Context: an optimization exercise on an open-source flow, tuned for small area, a short achievable clock period and few clock cycles. The choices shown serve that exercise and are no tape-out recipe. Function was checked by simulation only, so behaviour that the tests miss may differ from the original. No activity file was given, so power comes from the tool's default toggle rates.

## oak
Design signed_gadget_decompose, start of the top module:
module signed_gadget_decompose (
	input  logic        clk,
	input  logic        arst_n,
	input  logic        cfg_valid,
	output logic        cfg_ready,
	input  logic [3:0]  cfg_index,
	input  logic [7:0]  cfg_data,
	input  logic        coef_valid,
	output logic        coef_ready,
	input  logic [31:0] coef_coefficient,
	output logic        result_valid,
	input  logic        result_ready,
	output logic signed [15:0] result_digit,
	output logic [2:0]  result_level_index,
	output logic        result_last
);
	logic [3:0]  bm1_q;     
	logic [2:0]  nm1_q;     
	logic        nz_q;      
	logic [31:0] x_q;       
	logic        valid_q;
	logic [2:0]  idx_q;
	logic        zero_q;    
	logic [31:0] kofs;
	logic        last;
	logic        take;
	logic        adv;
	logic        zero_next;
	logic        sgn;
	logic [47:0] wide;
	logic [31:0] sum;
	assign cfg_ready = 1'b1;
	always_ff @(posedge clk or negedge arst_n) begin
		if (!arst_n) begin
			bm1_q <= 4'd9;
			nm1_q <= 3'd1;
			nz_q  <= 1'b0;
		end else if (cfg_valid) begin
			if (cfg_index == sgd_pkg::REG_DIGIT_BITS) begin
				if (cfg_data[4:0] == 5'd0)
					bm1_q <= 4'd0;
				else if (cfg_data[4:0] > 5'd16)
					bm1_q <= 4'd15;
				else
					bm1_q <= 4'(cfg_data[4:0] - 5'd1);
			end else if (cfg_index == sgd_pkg::REG_LEVELS) begin
				nz_q  <= (cfg_data[3:0] == 4'd0);
				nm1_q <= (cfg_data[3:0] > 4'd8) ? 3'd7 : 3'(cfg_data[3:0] - 4'd1);
			end
		end
	end
	always_comb begin
		kofs = '0;
  ...
export LEC_CHECK = 0
export ABC_CLOCK_PERIOD_IN_PS = 3500
export CAP_MARGIN = 20
export CORE_MARGIN = 2
export CORE_UTILIZATION = 40
export PLACE_DENSITY = 0.6
export SETUP_SLACK_MARGIN = 3.5
export SLEW_MARGIN = 20
export TNS_END_PERCENT = 0
create_clock -name core_clock -period 7.0 [get_ports {clk}]
standard.sh (not shown) runs the stock make flow with config.mk's settings and CLKGATE_MAP_FILE= SYNTH_SCRIPT=/design/flow/synth_recipe.tcl, a recipe that flattens the netlist after the stock synthesis.
==> flow/flow/run.sh <==
#!/bin/bash
set -euo pipefail
cd "$(dirname "$0")/.."
export BUFFER_PORTS_ARGS="-buffer_cell sky130_fd_sc_hd__buf_1"
bash standard.sh > standard_make.log 2>&1
Testbench counts of oak, summed over its fixed seeds: cycles 12,728.
The inputs of pine differ from those of oak as listed below.
# oak
export LEC_CHECK = 0
export ABC_CLOCK_PERIOD_IN_PS = 3500
export CAP_MARGIN = 20
export CORE_MARGIN = 2
export CORE_UTILIZATION = 40
export PLACE_DENSITY = 0.6
export SETUP_SLACK_MARGIN = 3.5
export SLEW_MARGIN = 20
export TNS_END_PERCENT = 0
create_clock -name core_clock -period 7.0 [get_ports {clk}]
# pine
export LEC_CHECK = 0
export ABC_CLOCK_PERIOD_IN_PS = 3500
export CAP_MARGIN = 20
export CORE_MARGIN = 2
export CORE_UTILIZATION = 50
export PLACE_DENSITY = 0.65
export SETUP_SLACK_MARGIN = 3.8
export SLEW_MARGIN = 20
export TNS_END_PERCENT = 0
create_clock -name core_clock -period 7.0 [get_ports {clk}]
### Flow results
- Taking oak as the reference, in pine worst hold margin shows an increase of 0.0095 ns; core utilization shows an increase of 13 points.
- The run showing the smaller per-cell routed wire length is oak.
- Between oak and pine, the cell count went down.
- Delay of the slowest critical-path stage for pine: 0.02 ns up relative to oak
Changes in birch relative to pine:
# pine
export LEC_CHECK = 0
export ABC_CLOCK_PERIOD_IN_PS = 3500
export CAP_MARGIN = 20
export CORE_MARGIN = 2
export CORE_UTILIZATION = 50
export PLACE_DENSITY = 0.65
export SETUP_SLACK_MARGIN = 3.8
export SLEW_MARGIN = 20
export TNS_END_PERCENT = 0
create_clock -name core_clock -period 7.0 [get_ports {clk}]
# birch
export LEC_CHECK = 0
export ABC_CLOCK_PERIOD_IN_PS = 3500
export CAP_MARGIN = 20
export CORE_MARGIN = 2
export CORE_UTILIZATION = 40
export PLACE_DENSITY = 0.6
export SETUP_SLACK_MARGIN = 3.2
export SLEW_MARGIN = 20
export TNS_END_PERCENT = 0
create_clock -name core_clock -period 7.0 [get_ports {clk}]
## What came out
- Worst-case setup margin in the final layout: birch and pine compared, higher one is birch
- birch against pine: routed wire length went down 150 um, global-route usage now smaller.
- In birch relative to pine, HPWL reported at the end of detailed placement had gone up by a few percent.
- Result for birch and pine: all clean


v20:
Starting RTL as in the previous note.
==> flow/design.v (excerpt) <==
module signed_gadget_decompose (
	input  logic        clk,
	input  logic        arst_n,
	input  logic        cfg_valid,
	output logic        cfg_ready,
	input  logic [3:0]  cfg_index,
	input  logic [7:0]  cfg_data,
	input  logic        coef_valid,
	output logic        coef_ready,
	input  logic [31:0] coef_coefficient,
	output logic        result_valid,
	input  logic        result_ready,
	output logic signed [15:0] result_digit,
	output logic [2:0]  result_level_index,
	output logic        result_last
);
	logic [3:0]  bm1_q;     
	logic [2:0]  nm1_q;     
	logic        nz_q;      
	logic [31:0] x_q;       
	logic        valid_q;
	logic [2:0]  idx_q;
	logic        zero_q;    
	logic [31:0] kofs;
	logic        last;
	logic        take;
	logic        adv;
	logic        zero_next;
	logic        sgn;
	logic [47:0] wide;
	logic [31:0] sum;
	assign cfg_ready = 1'b1;
	always_ff @(posedge clk or negedge arst_n) begin
		if (!arst_n) begin
			bm1_q <= 4'd9;
			nm1_q <= 3'd1;
			nz_q  <= 1'b0;
		end else if (cfg_valid) begin
			if (cfg_index == sgd_pkg::REG_DIGIT_BITS) begin
				if (cfg_data[4:0] == 5'd0)
					bm1_q <= 4'd0;
  ...
clock: 7.0 ns
lec_check: 0
abc_clock_period_in_ps: 3500
cap_margin: 5
core_margin: 2
core_utilization: 50
place_density: 0.65
setup_slack_margin: 3.2
slew_margin: 5
tns_end_percent: 0
Scripts as last shown in full above: flow/flow/run.sh
Testbench counts of v20, summed over its fixed seeds: cycles 12,728.
Changes in v53 relative to v20:
# v20
export LEC_CHECK = 0
export ABC_CLOCK_PERIOD_IN_PS = 3500
export CAP_MARGIN = 5
export CORE_MARGIN = 2
export CORE_UTILIZATION = 50
export PLACE_DENSITY = 0.65
export SETUP_SLACK_MARGIN = 3.2
export SLEW_MARGIN = 5
export TNS_END_PERCENT = 0
create_clock -name core_clock -period 7.0 [get_ports {clk}]
# v53
export LEC_CHECK = 0
export ABC_CLOCK_PERIOD_IN_PS = 3500
export CAP_MARGIN = 20
export CORE_MARGIN = 2
export CORE_UTILIZATION = 50
export PLACE_DENSITY = 0.65
export SETUP_SLACK_MARGIN = 2.9
export SLEW_MARGIN = 20
export TNS_END_PERCENT = 0
create_clock -name core_clock -period 7.0 [get_ports {clk}]
Findings:
Looking at number of cells on the critical path, v53 sits 8 higher than v20 does. In v53 the total power divided by cell area turned out about 0.4% higher than in v20. Measured against each other, v20 and v53 differ in largest net degree at the start of global routing, the higher figure coming from v20. Min relative slew slack across v20 and v53: v20. v20 → v53: count of instances resized after the clock tree is built lost 15; required arrival time at the worst endpoint higher. For the clock-buffer cell count, v53 came in 1 lower than v20 did. Clock skew essentially unchanged between v20 and v53. Between v20 and v53, the number of H-tree levels figures differ only marginally. Relative to v20, part of the total power dissipated in the clock network increased by 0.2 points in v53. Summary of the comparison: final clock period utilization by the worst path is higher in v53, relative to v20.
Edits applied to the flow inputs when going from v53 to v32:
# v53
export LEC_CHECK = 0
export ABC_CLOCK_PERIOD_IN_PS = 3500
export CAP_MARGIN = 20
export CORE_MARGIN = 2
export CORE_UTILIZATION = 50
export PLACE_DENSITY = 0.65
export SETUP_SLACK_MARGIN = 2.9
export SLEW_MARGIN = 20
export TNS_END_PERCENT = 0
create_clock -name core_clock -period 7.0 [get_ports {clk}]
# v32
export LEC_CHECK = 0
export ABC_CLOCK_PERIOD_IN_PS = 3500
export CAP_MARGIN = 20
export CORE_MARGIN = 2
export CORE_UTILIZATION = 50
export PLACE_DENSITY = 0.8
export SETUP_SLACK_MARGIN = 3.5
export SLEW_MARGIN = 20
export TNS_END_PERCENT = 0
create_clock -name core_clock -period 7.0 [get_ports {clk}]
Notes after the runs:
~same adder-cell share of the synthesized area in v32 and v53
In the metrics for v32 and v53, the one carrying the lower met1 wire length is v32.
Share of total power in the clock network in v32 is 2.0 points below v53.
v32 ends up with a register-to-register slack that is 0.28 ns higher than in v53.
Every stage of the flow completed for v32, and the final layout passed the timing, design-rule and antenna checks.
v32 vs v53: instance count on the critical path down
v32 vs. v53: count of clock-buffer cells in the layout saw an increase, met2 capacity usage during global routing grew by 2.4 points.
Count of TritonRoute iterations in the first routing pass delta for v32 relative to v53: 1 higher
v32 has total power above what v53 had.


Another version of the RTL of signed_gadget_decompose (not shown whole).
Size in the first run: about 5800 um2 of cells after synthesis.
// signed_gadget_decompose
module signed_gadget_decompose (
	input  logic        clk,
	input  logic        arst_n,
	input  logic        cfg_valid,
	output logic        cfg_ready,
	input  logic [3:0]  cfg_index,
	input  logic [7:0]  cfg_data,
	input  logic        coef_valid,
	output logic        coef_ready,
	input  logic [31:0] coef_coefficient,
	output logic        result_valid,
	input  logic        result_ready,
	output logic signed [15:0] result_digit,
	output logic [2:0]  result_level_index,
	output logic        result_last
);
	logic [3:0]  bm1_q;     
	logic [2:0]  nm1_q;     
	logic        nz_q;      
	logic [31:0] x_q;       
	logic        valid_q;
	logic [2:0]  idx_q;
	logic        zero_q;    
	logic [31:0] kofs;
	logic        last;
	logic        take;
	logic        adv;
	logic        zero_next;
	logic        sgn;
	logic [47:0] wide;
	assign cfg_ready = 1'b1;
	always_ff @(posedge clk or negedge arst_n) begin
  ...
clock: 7.0 ns
lec_check: 0
abc_clock_period_in_ps: 3500
cap_margin: 20
core_margin: 2
core_utilization: 50
place_density: 0.65
setup_slack_margin: 3.5
slew_margin: 20
run.sh (not shown) runs the stock make flow with config.mk's settings and CLKGATE_MAP_FILE= SYNTH_SCRIPT=/design/flow/synth_recipe.tcl, a recipe that flattens the netlist after the stock synthesis.
Stock flow here: none of the scripts above is used.
Testbench counts at the start, summed over its fixed seeds: cycles 12,728.
Rerun with:
- TNS_END_PERCENT: not set -> 20
Outcome: The new run ran to the end with no violations. Setup slack degrades by 0.013 ns. Via count falls by 1.5%. Final cell count falls by 1.8%. Sequential power falls by about 1%. Critical path depth falls by 5. Global-route usage falls by 1.0 points. Fmax falls by 0.35%.
Rerun with:
==> flow/flow/run.sh (new file) <==
#!/bin/bash
set -euo pipefail
cd "$(dirname "$0")/.."
export BUFFER_PORTS_ARGS="-buffer_cell sky130_fd_sc_hd__buf_1"
bash standard.sh > standard_make.log 2>&1
==> flow/standard.sh (new file) <==
#!/bin/bash
# synth_recipe.tcl (not shown) runs the flow's synth.tcl, then flattens the netlist and writes it again
# the make line also repeats each setting of config.mk as NAME=value (left out here)
make -C /OpenROAD-flow-scripts/flow DESIGN_CONFIG=/design/flow/config.mk WORK_HOME=/design/flow/orfs CLKGATE_MAP_FILE= SYNTH_SCRIPT=/design/flow/synth_recipe.tcl "${@:-finish}"
- SETUP_SLACK_MARGIN: 3.5 -> 3.3
- TNS_END_PERCENT: 20 -> 5
removed: flow/run.sh
Effect:
- The new run went through all stages and came out clean
- synthesized area is unchanged
- count of clock-buffer cells in the layout went up by 1
- wire length went down by 5.2%
- via count went down by 3.4%
- first-iteration DRC count went down by 24%

[afterwards: timing with drivers on the ports]
The flow's constraints put no driver on any port. The routed layouts listed below were extracted and timed again, unchanged, in two steps.
Step 1: set_driving_cell puts a clkbuf_16 on clk and a buf_2 on each other input, an assumption about the parent block.
Step 2, shift: input delay + t, output delay - t, t = (earliest + latest rising clock arrival at the registers) / 2. This alone moves slack from input paths to output paths.
Three values: ideal ports, drivers, drivers and shift; two values: the first two.
| run | t (ns) | setup WS [ns] | pins driven straight from the clock port |
|---|---|---|---|
| oak | 0.327 | 3.278 / 3.243 / 3.214 | 1 |
| pine | 0.337 | 3.230 / 3.196 / 3.262 | 1 |
| birch | 0.332 | 3.321 / 3.284 / 3.144 | 1 |
| v20 | 0.334 | 3.279 / 3.247 / 3.187 | 1 |
| v53 | 0.333 | 2.988 / 2.988 / 2.988 | 1 |
| v32 | 0.336 | 3.256 / 3.224 / 3.162 | 1 |
| the first run of note 3 | 0.321 | 3.341 / 3.341 / 3.059 | 1 |
| the second run of note 3 | 0.316 | 3.328 / 3.305 / 3.023 | 1 |
| the third run of note 3 | 0.328 | 3.320 / 3.308 / 3.261 | 1 |
After both steps setup and hold are still met in every run listed. For the second run of note 3, which loses most, drivers alone change the setup slack by -0.023 ns; drivers and shift together by -0.305 ns.
